From an optimization exercise on the open Yosys and OpenROAD flow, aimed at small area and few clock cycles; shortcuts taken in it are not production practice. The RTL was checked by simulation tests, not by an equivalence proof against the original design.

==> flow/design.v (excerpt) <==
module marching_squares_top (
    input  wire        clk,
    input  wire        rst_n,
    input  wire        cell_valid,
    output wire        cell_stall,
    input  wire [79:0] cell_word,
    output wire        seg_valid,
    input  wire        seg_stall,
    output wire [36:0] seg,
    input  wire        psel,
    input  wire        penable,
    input  wire        pwrite,
    input  wire [3:0]  paddr,
    input  wire [31:0] pwdata,
    output wire [31:0] prdata,
    output wire        pready
);
For scale: roughly 81 flip-flops, ~11000 µm² of cells after synthesis.
clock: 9.0 ns
lec_check: 0
cap_margin: 20
core_margin: 2
core_utilization: 40
slew_margin: 20
standard.sh (not shown) runs the stock make flow with config.mk's settings and CLKGATE_MAP_FILE= SYNTH_SCRIPT=/design/flow/synth_recipe.tcl, a recipe that flattens the netlist after the stock synthesis.
==> flow/flow/run.sh <==
#!/bin/bash
# The standard layout with three changes:
#  - synthesis maps logic with flow/abc_area.script (area-oriented mapping);
#    timing is repaired later in the flow by OpenROAD;
#    everything else in synthesis, registers included, is the standard script
#  - plain buf_1 cells as the port buffers
#  - a clock tree of clkbuf_8 cells, larger sink clusters, no dummy loads
set -uo pipefail
W=$(pwd)
sed "s#^source \$::env(SCRIPTS_DIR)/synth_preamble.tcl\$#source \$::env(SCRIPTS_DIR)/synth_preamble.tcl\nset abc_args [lreplace \$abc_args 1 1 $W/flow/abc_area.script]#" \
    "$FLOW_HOME/scripts/synth.tcl" > "$W/my_synth_core.tcl"
sed "s#source \$::env(SCRIPTS_DIR)/synth.tcl#source $W/my_synth_core.tcl#" synth_recipe.tcl > "$W/my_synth.tcl"
sed "s#SYNTH_SCRIPT=[^ ]*#SYNTH_SCRIPT=$W/my_synth.tcl#" standard.sh > "$W/my_standard.sh"
export BUFFER_PORTS_ARGS="-buffer_cell sky130_fd_sc_hd__buf_1"
export CTS_ARGS="-sink_clustering_enable -repair_clock_nets -buf_list sky130_fd_sc_hd__clkbuf_8 -root_buf sky130_fd_sc_hd__clkbuf_8 -dont_use_dummy_load -sink_clustering_size 30"
bash "$W/my_standard.sh" > standard.log 2>&1
==> flow/flow/abc_area.script <==
strash
dch
amap
topo
stime -c
The starting point finished but fails on negative setup slack.
Testbench counts at the start, summed over its fixed seeds: cycles 10,644.
Rerun with:
==> flow/flow/run.sh (replaced) <==
#!/bin/bash
set -uo pipefail
export BUFFER_PORTS_ARGS="-buffer_cell sky130_fd_sc_hd__buf_1"
export CTS_ARGS="-sink_clustering_enable -repair_clock_nets -buf_list sky130_fd_sc_hd__clkbuf_8 -root_buf sky130_fd_sc_hd__clkbuf_8 -dont_use_dummy_load -sink_clustering_size 30"
bash standard.sh > standard.log 2>&1
Settings changed: ABC_AREA from default to 1.
removed: flow/flow/abc_area.script
- The changed run produced a clean layout
- hold slack gains 22 ps
- final area rises by 0.51%
- global-route usage falls by 1.4 points
Rerun with:
==> flow/flow/run.sh (replaced) <==
#!/bin/bash
# The standard layout with these changes:
#  - synthesis: the standard script (same registers, names and cell types), but
#    the design's modules are kept apart until after technology mapping; the
#    index adder tree (mscs_idx), which holds the critical path, is mapped with
#    ORFS's speed script and every other module with flow/abc_area.script, an
#    area-oriented mapping; the yosys pre-mapping abc pass is skipped; the
#    netlist is flattened and renamed as in the standard synthesis
#  - plain buf_1 cells as the port buffers
#  - a clock tree of clkbuf_8 cells, larger sink clusters, no dummy loads
set -uo pipefail
W=$(pwd)
sed -e "s#^source \$::env(SCRIPTS_DIR)/synth_preamble.tcl\$#source \$::env(SCRIPTS_DIR)/synth_preamble.tcl\nset abc_area_args [lreplace \$abc_args 1 1 $W/flow/abc_area.script]#" \
    -e "s#^  log_cmd abc {\*}\$abc_args\$#  log_cmd abc {*}\$abc_args mscs_idx\n  log_cmd abc {*}\$abc_area_args marching_squares_top marching_squares_cell_segments mscs_seg_calc#" \
    "$FLOW_HOME/scripts/synth.tcl" > "$W/my_synth_core.tcl"
sed -e "s#source \$::env(SCRIPTS_DIR)/synth.tcl#source $W/my_synth_core.tcl#" \
    -e "s#yosys synth -nofsm -noshare#yosys synth -nofsm -noshare -noabc#" \
    synth_recipe.tcl > "$W/my_synth.tcl"
sed "s#SYNTH_SCRIPT=[^ ]*#SYNTH_SCRIPT=$W/my_synth.tcl#" standard.sh > "$W/my_standard.sh"
SYNTH_HIERARCHICAL=1 SYNTH_MINIMUM_KEEP_SIZE=0 bash "$W/my_standard.sh" synth > synth.log 2>&1
export BUFFER_PORTS_ARGS="-buffer_cell sky130_fd_sc_hd__buf_1"
export CTS_ARGS="-sink_clustering_enable -repair_clock_nets -buf_list sky130_fd_sc_hd__clkbuf_8 -root_buf sky130_fd_sc_hd__clkbuf_8 -dont_use_dummy_load -sink_clustering_size 30"
bash "$W/my_standard.sh" > standard.log 2>&1
==> flow/flow/abc_area.script (new file) <==
strash
&get -n
&fraig -x
&put
scorr
dc2
dch -f
amap
topo
stime -c
Settings changed: ABC_AREA 1 to default.
After rerunning:
- worst hold slack improves by 14 ps
- die area drops by 6.5%
- maximum frequency drops by 0.33%
- synthesized cell count drops by 23%
- cell area drops by 5.9%
- via count drops by 8.7%
Rerun with:
==> flow/flow/run.sh (replaced) <==
#!/bin/bash
# The standard layout with three changes:
#  - synthesis maps logic with flow/abc_area.script (area-oriented mapping);
#    timing is repaired later in the flow by OpenROAD;
#    everything else in synthesis, registers included, is the standard script
#  - plain buf_1 cells as the port buffers
#  - a clock tree of clkbuf_8 cells, larger sink clusters, no dummy loads
set -uo pipefail
W=$(pwd)
sed "s#^source \$::env(SCRIPTS_DIR)/synth_preamble.tcl\$#source \$::env(SCRIPTS_DIR)/synth_preamble.tcl\nset abc_args [lreplace \$abc_args 1 1 $W/flow/abc_area.script]#" \
    "$FLOW_HOME/scripts/synth.tcl" > "$W/my_synth_core.tcl"
sed "s#source \$::env(SCRIPTS_DIR)/synth.tcl#source $W/my_synth_core.tcl#" synth_recipe.tcl > "$W/my_synth.tcl"
sed "s#SYNTH_SCRIPT=[^ ]*#SYNTH_SCRIPT=$W/my_synth.tcl#" standard.sh > "$W/my_standard.sh"
export BUFFER_PORTS_ARGS="-buffer_cell sky130_fd_sc_hd__buf_1"
export CTS_ARGS="-sink_clustering_enable -repair_clock_nets -buf_list sky130_fd_sc_hd__clkbuf_8 -root_buf sky130_fd_sc_hd__clkbuf_8 -dont_use_dummy_load -sink_clustering_size 30"
bash "$W/my_standard.sh" > standard.log 2>&1
==> flow/flow/abc_area.script (replaced) <==
&get -n
&st
&syn2
&dch
&nf -a
&put
topo
stime -c
Cell area rises by 4.9%.
Non-clock buffer count rises by 56.
Sequential share of layout area falls by 0.86 points.
Rerun with:
--- a/flow/flow/run.sh
+++ b/flow/flow/run.sh
@@ -2,4 +2,4 @@
 # The standard layout with three changes:
-#  - synthesis maps logic with flow/abc_area.script (area-oriented mapping);
-#    timing is repaired later in the flow by OpenROAD;
+#  - synthesis maps logic with flow/abc_area.script, ORFS's speed script without
+#    its blanket buffering and up-sizing (timing is repaired later in the flow);
 #    everything else in synthesis, registers included, is the standard script
==> flow/flow/abc_area.script (replaced) <==
&get -n
&st
&dch
&nf
&st
&syn2
&if -g -K 6
&synch2
&nf
&st
&syn2
&if -g -K 6
&synch2
&nf
&st
&syn2
&if -g -K 6
&synch2
&nf
&st
&syn2
&if -g -K 6
&synch2
&nf
&st
&syn2
&if -g -K 6
&synch2
&nf
&put
topo
stime -c
dnsize -c
The new run completed without violations.
Global-route usage increases by 0.68 points.
Critical path depth decreases by 3.
Die area increases by 7.5%.
Rerun with:
==> flow/flow/run.sh (replaced) <==
#!/bin/bash
set -uo pipefail
export BUFFER_PORTS_ARGS="-buffer_cell sky130_fd_sc_hd__buf_1"
export CTS_ARGS="-sink_clustering_enable -repair_clock_nets -buf_list sky130_fd_sc_hd__clkbuf_8 -root_buf sky130_fd_sc_hd__clkbuf_8 -dont_use_dummy_load -sink_clustering_size 30"
bash standard.sh > standard.log 2>&1
removed: flow/flow/abc_area.script
After rerunning:
- cell area decreases by 1.0%
- global-route usage goes down by 0.60 points
- routed wire length is lower by 2.6%

marching_squares_top, a different RTL version from the one above (not shown whole).
Size in the first run: roughly 1100 cells after synthesis, ~200 I/O pins.
Design marching_squares_top, start of the top module:
module marching_squares_top (
    input  wire        clk,
    input  wire        rst_n,
    input  wire        cell_valid,
    output wire        cell_stall,
    input  wire [79:0] cell_word,
    output wire        seg_valid,
    input  wire        seg_stall,
    output wire [36:0] seg,
    input  wire        psel,
    input  wire        penable,
    input  wire        pwrite,
    input  wire [3:0]  paddr,
    input  wire [31:0] pwdata,
    output wire [31:0] prdata,
    output wire        pready
);
    marching_squares_cell_segments u_core (
        .clk        (clk),
        .rst_n      (rst_n),
        .cell_valid (cell_valid),
        .cell_stall (cell_stall),
        .cell_word  (cell_word),
        .seg_valid  (seg_valid),
        .seg_stall  (seg_stall),
        .seg        (seg),
        .psel       (psel),
        .penable    (penable),
        .pwrite     (pwrite),
        .paddr      (paddr),
        .pwdata     (pwdata),
        .prdata     (prdata),
        .pready     (pready)
    );
endmodule
export LEC_CHECK = 0
export CAP_MARGIN = 20
export CORE_MARGIN = 2
export CORE_UTILIZATION = 55
export GPL_ROUTABILITY_DRIVEN = 0
export GPL_TIMING_DRIVEN = 0
export SLEW_MARGIN = 20
create_clock -name core_clock -period 9.0 [get_ports {clk}]
==> flow/flow/run.sh <==
#!/bin/bash
# The standard layout with these changes:
#  - synthesis: the standard script (same registers, names and cell types), but
#    the design's modules are kept apart until after technology mapping; the
#    index adder tree (mscs_idx), which holds the critical path, is mapped with
#    ORFS's speed script and every other module with flow/abc_area.script, an
#    area-oriented mapping; the yosys pre-mapping abc pass is skipped. After
#    flattening, the index datapath's internal wire names are dropped so that
#    its outputs drive the output ports directly, buffers are inserted only for
#    outputs that share a net (as the standard synthesis does), and the netlist
#    is renamed as in the standard synthesis
#  - plain buf_1 cells as the port buffers
#  - a clock tree of clkbuf_8 cells, larger sink clusters, no dummy loads
set -uo pipefail
W=$(pwd)
sed -e "s#^source \$::env(SCRIPTS_DIR)/synth_preamble.tcl\$#source \$::env(SCRIPTS_DIR)/synth_preamble.tcl\nset abc_area_args [lreplace \$abc_args 1 1 $W/flow/abc_area.script]#" \
    -e "s#^  log_cmd abc {\*}\$abc_args\$#  log_cmd abc {*}\$abc_args mscs_idx\n  log_cmd abc {*}\$abc_area_args marching_squares_top marching_squares_cell_segments mscs_seg_calc#" \
    "$FLOW_HOME/scripts/synth.tcl" > "$W/my_synth_core.tcl"
sed -e "s#source \$::env(SCRIPTS_DIR)/synth.tcl#source $W/my_synth_core.tcl#" \
    -e "s#yosys synth -nofsm -noshare#yosys synth -nofsm -noshare -noabc#" \
    -e "s#^opt_clean -purge\$#yosys rename -hide w:u_core.u_calc.*\nopt_clean -purge\ninsbuf -buf {*}\$::env(MIN_BUF_CELL_AND_PORTS)#" \
    synth_recipe.tcl > "$W/my_synth.tcl"
sed "s#SYNTH_SCRIPT=[^ ]*#SYNTH_SCRIPT=$W/my_synth.tcl#" standard.sh > "$W/my_standard.sh"
SYNTH_HIERARCHICAL=1 SYNTH_MINIMUM_KEEP_SIZE=0 SYNTH_INSBUF=0 bash "$W/my_standard.sh" synth > synth.log 2>&1
export BUFFER_PORTS_ARGS="-buffer_cell sky130_fd_sc_hd__buf_1"
export CTS_ARGS="-sink_clustering_enable -repair_clock_nets -buf_list sky130_fd_sc_hd__clkbuf_8 -root_buf sky130_fd_sc_hd__clkbuf_8 -dont_use_dummy_load -sink_clustering_size 30"
bash "$W/my_standard.sh" > standard.log 2>&1
==> flow/flow/abc_area.script <==
strash
&get -n
&fraig -x
&put
scorr
dc2
dch -f
amap
topo
stime -c
Testbench counts at the start, summed over its fixed seeds: cycles 10,644.
Rerun with:
--- a/flow/flow/run.sh
+++ b/flow/flow/run.sh
@@ -25,3 +25,3 @@
 export BUFFER_PORTS_ARGS="-buffer_cell sky130_fd_sc_hd__buf_1"
-export CTS_ARGS="-sink_clustering_enable -repair_clock_nets -buf_list sky130_fd_sc_hd__clkbuf_8 -root_buf sky130_fd_sc_hd__clkbuf_8 -dont_use_dummy_load -sink_clustering_size 30"
+export CTS_ARGS="-sink_clustering_enable -repair_clock_nets -buf_list sky130_fd_sc_hd__clkbuf_8 -root_buf sky130_fd_sc_hd__clkbuf_8 -dont_use_dummy_load -sink_clustering_size 30 -sink_clustering_max_diameter 300"
 bash "$W/my_standard.sh" > standard.log 2>&1
- CORE_UTILIZATION: 55 -> 40
- GPL_ROUTABILITY_DRIVEN: 0 -> not set
- GPL_TIMING_DRIVEN: 0 -> not set
=> The changed run finished clean. Count of clock-buffer cells in the layout is unchanged. Synthesized cell count stays the same. Final cell count went up by 6.0%. Critical path depth falls by 1. Cell area falls by 0.36%. Register-to-register slack improves by 180 ps.
Rerun with:
--- a/flow/flow/run.sh
+++ b/flow/flow/run.sh
@@ -25,3 +25,3 @@
 export BUFFER_PORTS_ARGS="-buffer_cell sky130_fd_sc_hd__buf_1"
-export CTS_ARGS="-sink_clustering_enable -repair_clock_nets -buf_list sky130_fd_sc_hd__clkbuf_8 -root_buf sky130_fd_sc_hd__clkbuf_8 -dont_use_dummy_load -sink_clustering_size 30 -sink_clustering_max_diameter 300"
+export CTS_ARGS="-sink_clustering_enable -repair_clock_nets -buf_list sky130_fd_sc_hd__clkbuf_8 -root_buf sky130_fd_sc_hd__clkbuf_8 -dont_use_dummy_load -sink_clustering_size 30"
 bash "$W/my_standard.sh" > standard.log 2>&1
- CORE_UTILIZATION: 40 -> 60
After rerunning: Critical path depth fell by 1; final cell count fell by a few percent; setup slack loses 14 ps; cell area fell slightly.
Rerun with:
- CORE_UTILIZATION: 60 -> 55
- PLACE_DENSITY: not set -> 0.75
The changed run produced a clean layout.
Clock-buffer cell count stays the same.
Wire length hardly moves.
Area after synthesis stays the same.
Setup slack is about the same.
Hold slack is better by 3.8 ps.
Die area goes up by a little under a tenth.
Synthesized cell count is unchanged.
Critical path depth goes up by 3.
Non-clock buffer count goes down by 14.
Rerun with:
--- a/flow/flow/run.sh
+++ b/flow/flow/run.sh
@@ -4,3 +4,3 @@
 #    the design's modules are kept apart until after technology mapping; the
-#    index adder tree (mscs_idx), which holds the critical path, is mapped with
+#    index datapath (mscs_idx, mscs_seg_calc), which holds the critical path, is mapped with
 #    ORFS's speed script and every other module with flow/abc_area.script, an
@@ -16,3 +16,3 @@
 sed -e "s#^source \$::env(SCRIPTS_DIR)/synth_preamble.tcl\$#source \$::env(SCRIPTS_DIR)/synth_preamble.tcl\nset abc_area_args [lreplace \$abc_args 1 1 $W/flow/abc_area.script]#" \
-    -e "s#^  log_cmd abc {\*}\$abc_args\$#  log_cmd abc {*}\$abc_args mscs_idx\n  log_cmd abc {*}\$abc_area_args marching_squares_top marching_squares_cell_segments mscs_seg_calc#" \
+    -e "s#^  log_cmd abc {\*}\$abc_args\$#  log_cmd abc {*}\$abc_args mscs_idx mscs_seg_calc\n  log_cmd abc {*}\$abc_area_args marching_squares_top marching_squares_cell_segments#" \
     "$FLOW_HOME/scripts/synth.tcl" > "$W/my_synth_core.tcl"
- CORE_UTILIZATION: 55 -> 40
- PLACE_DENSITY: 0.75 -> not set
Outcome:
- routed wire length climbs by about 10%
- core utilization goes down by 17 points
- synthesized cell count went up by 1.2%
- maximum frequency is about the same
- via count does not change
- first-iteration DRC count decreases by 29%
- final area rose by 2.6%
Rerun with:
--- a/flow/flow/run.sh
+++ b/flow/flow/run.sh
@@ -4,3 +4,3 @@
 #    the design's modules are kept apart until after technology mapping; the
-#    index datapath (mscs_idx, mscs_seg_calc), which holds the critical path, is mapped with
+#    index adder tree (mscs_idx), which holds the critical path, is mapped with
 #    ORFS's speed script and every other module with flow/abc_area.script, an
@@ -16,3 +16,3 @@
 sed -e "s#^source \$::env(SCRIPTS_DIR)/synth_preamble.tcl\$#source \$::env(SCRIPTS_DIR)/synth_preamble.tcl\nset abc_area_args [lreplace \$abc_args 1 1 $W/flow/abc_area.script]#" \
-    -e "s#^  log_cmd abc {\*}\$abc_args\$#  log_cmd abc {*}\$abc_args mscs_idx mscs_seg_calc\n  log_cmd abc {*}\$abc_area_args marching_squares_top marching_squares_cell_segments#" \
+    -e "s#^  log_cmd abc {\*}\$abc_args\$#  log_cmd abc {*}\$abc_args mscs_idx\n  log_cmd abc {*}\$abc_area_args marching_squares_top marching_squares_cell_segments mscs_seg_calc#" \
     "$FLOW_HOME/scripts/synth.tcl" > "$W/my_synth_core.tcl"
- GPL_TIMING_DRIVEN: not set -> 0
Outcome: The changed run passed the timing, DRC and antenna checks. Hold slack gains 33 ps. Global-route usage goes down by 0.50 points. Sequential cell count stays the same. Register-to-register slack got worse by 70 ps. Non-clock buffer count is higher by 9. Sequential share of layout area goes down by 0.17 points. Cell area climbs by 1.0%. Area after synthesis shrinks by 2.1%. Final cell count is higher by 0.42%. Critical path depth went down by 3.

what the ideal ports hide:
No port has a modelled driver above. Below, the same layouts with a new extraction and two added sets of constraints.
Step 1 assumes that a clkbuf_16 drives the clock port and a buf_2 every other input.
Step 2 adds t to the input delays and takes it off the output delays; t is the mean of the earliest and latest rising clock arrival at the registers after step 1. Input paths then give back, and output paths get back, about the clock's delay inside the block.
Slacks: no drivers / after step 1 / after step 2; pairs: no drivers / after step 1.
run | t, ns | setup WS [ns] | worst data-port slew with drivers (ns)
the first run of note 1 | 0.420 | -0.211 / -0.256 / 0.164 | 0.06
the second run of note 1 | 0.413 | 0.362 / 0.319 / 0.732 | 0.08
the third run of note 1 | 0.415 | 0.334 / 0.292 / 0.707 | 0.07
the fourth run of note 1 | 0.413 | 0.265 / 0.225 / 0.638 | 0.09
the fifth run of note 1 | 0.415 | 0.320 / 0.274 / 0.689 | 0.05
the sixth run of note 1 | 0.420 | 0.356 / 0.316 / 0.736 | 0.08
the first run of note 2 | 0.429 | 0.234 / 0.189 / 0.619 | 0.06
the second run of note 2 | 0.410 | 0.342 / 0.300 / 0.711 | 0.07
the third run of note 2 | 0.408 | 0.328 / 0.286 / 0.695 | 0.07
the fourth run of note 2 | 0.412 | 0.331 / 0.292 / 0.704 | 0.06
the fifth run of note 2 | 0.411 | 0.311 / 0.270 / 0.681 | 0.07
the sixth run of note 2 | 0.429 | 0.329 / 0.286 / 0.715 | 0.06
